What follows belongs to an exercise in optimizing a design on an open flow for small area and a short achievable clock period; a production flow would make more cautious choices. At most, simulation tests tie the RTL to the original design; equivalence was not proved. Power and IR drop assume default switching activity.

## ray_issue_arbiter
module ray_issue_arbiter #(
  parameter int unsigned H_DISP      = 1280,
  parameter int unsigned V_DISP      = 720,
  parameter int unsigned W           = 16,
  parameter int unsigned CNT_W       = 5,
  parameter int unsigned ADDR_W      = 20,
  parameter int unsigned SCALE_SHIFT = 7,
  parameter int unsigned INFL_W      = 12
) (
  input  logic                clk,
  input  logic                rst,
  input  logic                frame_start,
  output logic                frame_busy,
  output logic                frame_done,
  input  logic [3*W-1:0]      cam_pos,
  input  logic [3*W-1:0]      vp_origin,
  input  logic [3*W-1:0]      vp_u,
  input  logic [3*W-1:0]      vp_v,
  input  logic                rec_valid,
  output logic                rec_ready,
  input  logic [3*W-1:0]      rec_pos,
  input  logic [3*W-1:0]      rec_slope,
  input  logic [CNT_W-1:0]    rec_cnt,
  input  logic [ADDR_W-1:0]   rec_addr,
  input  logic                retire,
  output logic                out_valid,
  input  logic                out_ready,
  output logic [3*W-1:0]      out_pos,
  output logic [3*W-1:0]      out_slope,
  output logic [CNT_W-1:0]    out_cnt,
  output logic [ADDR_W-1:0]   out_addr
);
==> flow/config.mk <==
export PLATFORM = sky130hd
export DESIGN_NAME = ray_issue_arbiter
export DESIGN_NICKNAME = ray_issue_arbiter
export VERILOG_FILES = /design/flow/design.v
export SDC_FILE = /design/flow/constraint.sdc
export NUM_CORES = 4
export LEC_CHECK = 0
export CAP_MARGIN = 20
export CORE_MARGIN = 2
export CORE_UTILIZATION = 40
export CTS_BUF_LIST = sky130_fd_sc_hd__clkbuf_4
export SETUP_SLACK_MARGIN = 5
export SLEW_MARGIN = 20
export SYNTH_HIERARCHICAL = 1
export SYNTH_MINIMUM_KEEP_SIZE = 0
==> flow/constraint.sdc <==
create_clock -name core_clock -period 10.0 [get_ports {clk}]
set_input_delay 2.0000 -clock core_clock [delete_from_list [all_inputs] [get_ports {clk}]]
set_output_delay 2.0000 -clock core_clock [all_outputs]
set_load 0.01 [all_outputs]
standard.sh (not shown) runs the stock make flow with config.mk's settings and CLKGATE_MAP_FILE= SYNTH_SCRIPT=/design/flow/synth_recipe.tcl, a recipe that flattens the netlist after the stock synthesis.
==> flow/flow/run.sh <==
#!/bin/bash
set -euo pipefail
bash standard.sh BUFFER_PORTS_ARGS="-buffer_cell sky130_fd_sc_hd__buf_1" SETUP_SLACK_MARGIN=5.6 CTS_ARGS="-sink_clustering_enable -repair_clock_nets -buf_list sky130_fd_sc_hd__clkbuf_4 -dont_use_dummy_load -sink_clustering_size 10 -sink_clustering_max_diameter 35" finish > flow_make.log 2>&1
The baseline ran to the end with no violations.
==> next run, changes <==
--- a/flow/design.v
+++ b/flow/design.v
@@ -210,33 +210,32 @@
     assign init_c[19] = fc148;
     assign init_s[20] = fs151;
     assign init_c[20] = fc150;
     assign init_s[21] = fs153;
     assign init_c[21] = fc152;
     assign init_s[22] = fs155;
     assign init_c[22] = fc154;
-    assign op_a = acc_q;
+    assign op_a = rs_q ? row_q : acc_q;
     assign op_b = first_q ? row_q : rs_q ? ~(AW'($signed(v_q))) : AW'($signed(u_q));
     assign sum  = op_a + op_b + AW'(rs_q);
     always_ff @(posedge clk) begin
       if (start_c) begin
         u_q <= vp_u[c*W +: W];
         v_q <= vp_v[c*W +: W];
       end
     end
     logic [AW-1:0] acc_d, row_d;
-    logic          acc_sum, acc_row, acc_hold, row_sum, row_hold;
-    assign acc_sum  = issue_c && !row_end_c;
-    assign acc_row  = issue_c && row_end_c;
+    logic          acc_sum, acc_hold, row_sum, row_hold;
+    assign acc_sum  = issue_c;
     assign acc_hold = !(start_c || issue_c);
     assign row_sum  = issue_c && (rs_q || first_q);
     assign row_hold = !(start_c || row_sum);
     for (genvar i = 0; i < AW; i++) begin : g_bit
-      ray_sel4 u_acc (.sa(start_c), .a(init_s[i]), .sb(acc_sum), .b(sum[i]),
-                      .sc(acc_row), .c(row_q[i]), .sh(acc_hold), .h(acc_q[i]), .y(acc_d[i]));
+      ray_sel3 u_acc (.sa(start_c), .a(init_s[i]), .sb(acc_sum), .b(sum[i]),
+                      .sh(acc_hold), .h(acc_q[i]), .y(acc_d[i]));
       ray_sel3 u_row (.sa(start_c), .a(init_c[i]), .sb(row_sum), .b(sum[i]),
                       .sh(row_hold), .h(row_q[i]), .y(row_d[i]));
     end
     always_ff @(posedge clk) begin
       acc_q <= acc_d;
       row_q <= row_d;
     end
@@ -375,27 +374,14 @@
   input  logic b,
   input  logic sh,
   input  logic h,
   output logic y
 );
   assign y = (sa & a) | (sb & b) | (sh & h);
 endmodule
-module ray_sel4 (
-  input  logic sa,
-  input  logic a,
-  input  logic sb,
-  input  logic b,
-  input  logic sc,
-  input  logic c,
-  input  logic sh,
-  input  logic h,
-  output logic y
-);
-  assign y = (sa & a) | (sb & b) | (sc & c) | (sh & h);
-endmodule
 module ray_sel2 (
   input  logic sa,
   input  logic a,
   input  logic sh,
   input  logic h,
   output logic y
 );
The new run ran to the end with no violations.
Utilization hardly moves.
Final area climbs by 2.4%.
Die area climbs by 2.6%.
Wire length is about the same.
Clock skew drops by 0.0063 ns.
Non-clock buffer count climbs by 4.
Via count climbs by 1.7%.
First-iteration DRC count climbs by 24%.
Flip-flop and latch count stays the same.
Clock-buffer cell count drops by 7.
Fmax climbs by 0.36%.
Sequential power is about the same.
Power climbs by 3.2%.
The RTL of the second run of this note was laid out without a check of its function.


Setup of JK:
Another version of the RTL of ray_issue_arbiter (not shown whole).
Size: about 2900 cells after synthesis, about 440 I/O pins, ~0.029 mm² of cells after synthesis.
==> module ray_issue_arbiter, before the edit <==
module ray_issue_arbiter #(
  parameter int unsigned H_DISP      = 1280,
  parameter int unsigned V_DISP      = 720,
  parameter int unsigned W           = 16,
  parameter int unsigned CNT_W       = 5,
  parameter int unsigned ADDR_W      = 20,
  parameter int unsigned SCALE_SHIFT = 7,
  parameter int unsigned INFL_W      = 12
) (
  input  logic                clk,
  input  logic                rst,
  input  logic                frame_start,
  output logic                frame_busy,
  output logic                frame_done,
  input  logic [3*W-1:0]      cam_pos,
  input  logic [3*W-1:0]      vp_origin,
  input  logic [3*W-1:0]      vp_u,
  input  logic [3*W-1:0]      vp_v,
  input  logic                rec_valid,
  output logic                rec_ready,
  input  logic [3*W-1:0]      rec_pos,
  input  logic [3*W-1:0]      rec_slope,
  input  logic [CNT_W-1:0]    rec_cnt,
  input  logic [ADDR_W-1:0]   rec_addr,
  input  logic                retire,
  output logic                out_valid,
  input  logic                out_ready,
  output logic [3*W-1:0]      out_pos,
  output logic [3*W-1:0]      out_slope,
  output logic [CNT_W-1:0]    out_cnt,
  output logic [ADDR_W-1:0]   out_addr
);
  localparam int unsigned XW = (H_DISP > 1) ? $clog2(H_DISP) : 1;
  localparam int unsigned AW = W + SCALE_SHIFT;    
  localparam int unsigned VW = 3 * W;
  localparam int unsigned V3 = AW - 3;
  localparam int unsigned LAST_ADDR = H_DISP * V_DISP - 1;
  typedef enum logic [1:0] {
    IDLE  = 2'd0,
    SCAN  = 2'd1,
    DRAIN = 2'd2
  } state_t;
  state_t              state_q, state_d;
  logic                done_c;
  logic [XW-1:0]       x_q;
  logic [ADDR_W-1:0]   pix_addr_q;
  logic [INFL_W-1:0]   inflight_q;
  logic [VW-1:0]       cam_q;
  logic                first_q, rs_q;    
  logic                load_c, issue_c, start_c, row_end_c, last_px_c, retire_eff_c;
  logic [VW-1:0]       new_slope_c;
  assign load_c       = !out_valid || out_ready;
  assign rec_ready    = load_c;
  assign start_c      = (state_q == IDLE) && frame_start;
  assign issue_c      = load_c && !rec_valid && (state_q == SCAN) && (inflight_q != '1);
  assign row_end_c    = (x_q == XW'(H_DISP - 1));
  assign last_px_c    = (pix_addr_q == ADDR_W'(LAST_ADDR));
  assign retire_eff_c = retire && (inflight_q != '0);
  for (genvar c = 0; c < 3; c++) begin : g_axis
    logic [W-1:0]  u_q, v_q;
    logic [AW-1:0] acc_q, row_q, op_a, op_b, sum;
    logic [W-1:0]  p1_in;
    logic [V3-1:0] vs, v45_in;
    assign vs     = V3'($signed(vp_v[c*W +: W]));
    assign p1_in  = vp_origin[c*W +: W] - vp_u[c*W +: W] - {vp_u[c*W +: W-2], 2'b00};
    assign v45_in = vs + {vs[V3-3:0], 2'b00} + {vs[V3-4:0], 3'b000} + {vs[V3-6:0], 5'b00000};
    assign op_a = (rs_q && !first_q) ? row_q : acc_q;
    assign op_b = first_q ? row_q : rs_q ? ~(AW'($signed(v_q))) : AW'($signed(u_q));
    assign sum  = op_a + op_b + AW'(rs_q && !first_q);
    always_ff @(posedge clk) begin
      if (start_c) begin
        u_q   <= vp_u[c*W +: W];
        v_q   <= vp_v[c*W +: W];
        acc_q <= {p1_in, {SCALE_SHIFT{1'b0}}};
        row_q <= {v45_in, 3'b000};
      end else if (issue_c) begin
        acc_q <= sum;
        if (rs_q) row_q <= sum;
      end
    end
    assign new_slope_c[c*W +: W] = sum[AW-1 -: W];
  end
  always_ff @(posedge clk) begin
    if (start_c) begin
      first_q <= 1'b1;
      rs_q    <= 1'b1;
    end else if (issue_c) begin
      first_q <= 1'b0;
      rs_q    <= row_end_c;
    end
  end
  always_ff @(posedge clk or negedge rst) begin
    if (!rst) state_q <= IDLE;
    else      state_q <= state_d;
  end
  always_comb begin
    state_d = state_q;
    done_c  = 1'b0;
    case (state_q)
      IDLE:  if (frame_start) state_d = SCAN;
      SCAN:  if (issue_c && last_px_c) state_d = DRAIN;
      DRAIN: begin
        if (inflight_q == '0) begin
          state_d = IDLE;
          done_c  = 1'b1;
        end
      end
      default: state_d = IDLE;
    endcase
  end
  always_ff @(posedge clk or negedge rst) begin
    if (!rst) begin
      frame_busy <= 1'b0;
      frame_done <= 1'b0;
    end else begin
      frame_busy <= (state_d != IDLE);
      frame_done <= done_c;
    end
  end
  always_ff @(posedge clk) begin
    if (start_c) cam_q <= cam_pos;
  end
  always_ff @(posedge clk or negedge rst) begin
    if (!rst) begin
      x_q        <= '0;
      pix_addr_q <= '0;
    end else if (issue_c) begin
      if (last_px_c) begin
        x_q        <= '0;
        pix_addr_q <= '0;
      end else begin
        x_q        <= row_end_c ? '0 : x_q + XW'(1);
        pix_addr_q <= pix_addr_q + ADDR_W'(1);
      end
    end
  end
  always_ff @(posedge clk or negedge rst) begin
    if (!rst) begin
      inflight_q <= '0;
    end else begin
      case ({issue_c, retire_eff_c})
        2'b10:   inflight_q <= inflight_q + INFL_W'(1);
        2'b01:   inflight_q <= inflight_q - INFL_W'(1);
        default: inflight_q <= inflight_q;
      endcase
    end
  end
  always_ff @(posedge clk or negedge rst) begin
    if (!rst) begin
      out_valid <= 1'b0;
      out_pos   <= '0;
      out_slope <= '0;
      out_cnt   <= '0;
      out_addr  <= '0;
    end else if (load_c) begin
      if (rec_valid) begin
        out_valid <= 1'b1;
        out_pos   <= rec_pos;
        out_slope <= rec_slope;
        out_cnt   <= rec_cnt;
        out_addr  <= rec_addr;
      end else if (issue_c) begin
        out_valid <= 1'b1;
        out_pos   <= cam_q;
        out_slope <= new_slope_c;
        out_cnt   <= '0;
        out_addr  <= pix_addr_q;
      end else begin
        out_valid <= 1'b0;
      end
    end
  end
endmodule
make LEC_CHECK=0 CAP_MARGIN=20 CORE_MARGIN=2 CORE_UTILIZATION=40 SLEW_MARGIN=20 finish   # period 10.0 ns
run.sh (not shown) runs the stock make flow with config.mk's settings and CLKGATE_MAP_FILE= SYNTH_SCRIPT=/design/flow/synth_recipe.tcl, a recipe that flattens the netlist after the stock synthesis.
Stock flow here: none of the scripts above is used.
#### Input delta (MS over JK)
diff --git a/flow/design.v b/flow/design.v
--- a/flow/design.v
+++ b/flow/design.v
@@ -33,7 +33,6 @@
   localparam int unsigned XW = (H_DISP > 1) ? $clog2(H_DISP) : 1;
   localparam int unsigned AW = W + SCALE_SHIFT;    
   localparam int unsigned VW = 3 * W;
-  localparam int unsigned V3 = AW - 3;
   localparam int unsigned LAST_ADDR = H_DISP * V_DISP - 1;
   typedef enum logic [1:0] {
     IDLE  = 2'd0,
@@ -46,7 +45,6 @@
   logic [ADDR_W-1:0]   pix_addr_q;
   logic [INFL_W-1:0]   inflight_q;
   logic [VW-1:0]       cam_q;
-  logic                first_q, rs_q;    
   logic                load_c, issue_c, start_c, row_end_c, last_px_c, retire_eff_c;
   logic [VW-1:0]       new_slope_c;
   assign load_c       = !out_valid || out_ready;
@@ -57,37 +55,24 @@
   assign last_px_c    = (pix_addr_q == ADDR_W'(LAST_ADDR));
   assign retire_eff_c = retire && (inflight_q != '0);
   for (genvar c = 0; c < 3; c++) begin : g_axis
-    logic [W-1:0]  u_q, v_q;
-    logic [AW-1:0] acc_q, row_q, op_a, op_b, sum;
-    logic [W-1:0]  p1_in;
-    logic [V3-1:0] vs, v45_in;
-    assign vs     = V3'($signed(vp_v[c*W +: W]));
-    assign p1_in  = vp_origin[c*W +: W] - vp_u[c*W +: W] - {vp_u[c*W +: W-2], 2'b00};
-    assign v45_in = vs + {vs[V3-3:0], 2'b00} + {vs[V3-4:0], 3'b000} + {vs[V3-6:0], 5'b00000};
-    assign op_a = (rs_q && !first_q) ? row_q : acc_q;
-    assign op_b = first_q ? row_q : rs_q ? ~(AW'($signed(v_q))) : AW'($signed(u_q));
-    assign sum  = op_a + op_b + AW'(rs_q && !first_q);
+    logic [AW-1:0] u_in, v_in, o_in, init_acc, init_row;
+    logic [W-1:0]  u_q;
+    logic [AW-1:0] acc_q, row_q;
+    assign u_in = AW'($signed(vp_u[c*W +: W]));
+    assign v_in = AW'($signed(vp_v[c*W +: W]));
+    assign o_in = {vp_origin[c*W +: W], {SCALE_SHIFT{1'b0}}};
+    assign init_acc = o_in - AW'(H_DISP / 2) * u_in + AW'(V_DISP / 2) * v_in;
+    assign init_row = AW'(1) * u_in - AW'(H_DISP) * u_in - v_in;
     always_ff @(posedge clk) begin
       if (start_c) begin
         u_q   <= vp_u[c*W +: W];
-        v_q   <= vp_v[c*W +: W];
-        acc_q <= {p1_in, {SCALE_SHIFT{1'b0}}};
-        row_q <= {v45_in, 3'b000};
+        acc_q <= init_acc;
+        row_q <= init_row;
       end else if (issue_c) begin
-        acc_q <= sum;
-        if (rs_q) row_q <= sum;
+        acc_q <= acc_q + (row_end_c ? row_q : AW'($signed(u_q)));
       end
     end
-    assign new_slope_c[c*W +: W] = sum[AW-1 -: W];
-  end
-  always_ff @(posedge clk) begin
-    if (start_c) begin
-      first_q <= 1'b1;
-      rs_q    <= 1'b1;
-    end else if (issue_c) begin
-      first_q <= 1'b0;
-      rs_q    <= row_end_c;
-    end
+    assign new_slope_c[c*W +: W] = acc_q[AW-1 -: W];
   end
   always_ff @(posedge clk or negedge rst) begin
     if (!rst) state_q <= IDLE;
Results
Taking JK over MS, the average wire length per cell after detail routing ratio works out to 1.14.
MS has leakage power figure above what JK had.
Changes observed in MS relative to JK: cell area went up by about 16%, antenna cell count fell by 1, length of routed met2 wiring moved up, number of DRC markers after the initial detailed-route iteration now larger.
No run of this note included a check of the RTL's function; only the layout flow was run.

-- port drivers added, routing unchanged --
How much do the figures lean on ideal ports? The routed layouts below were timed once more, with nothing changed but the port constraints.
Step 1: set_driving_cell puts a clkbuf_16 on clk and a buf_2 on each other input, an assumption about the parent block.
Step 2 moves the port delays by t, midway between the first and last clock arrival at a register: inputs arrive t later, outputs are due t later. That takes back most of the time a late clock gives input paths.
Slacks: no drivers / after step 1 / after step 2; pairs: no drivers / after step 1.
run	t (ns)	slack for setup (ns)	hold slack, ns	worst register clock-pin slew, ns	worst data-port slew with drivers (ns)
the first run of note 1	0.869	5.629 / 5.602 / 4.929	0.434 / 0.434 / 0.434	0.10 / 0.10	0.17
the second run of note 1	0.891	5.644 / 5.614 / 4.786	0.437 / 0.437 / 0.437	0.11 / 0.11	0.09
JK	0.675	3.530 / 3.561 / 2.885	0.452 / 0.452 / 0.452	0.06 / 0.06	0.13
MS	0.663	1.812 / 1.857 / 1.194	0.478 / 0.478 / 0.478	0.07 / 0.07	0.13
After both steps setup and hold are still met in every run listed. The setup slack of the second run of note 1, which loses most, moves by -0.030 ns with the drivers and by -0.858 ns with both steps.
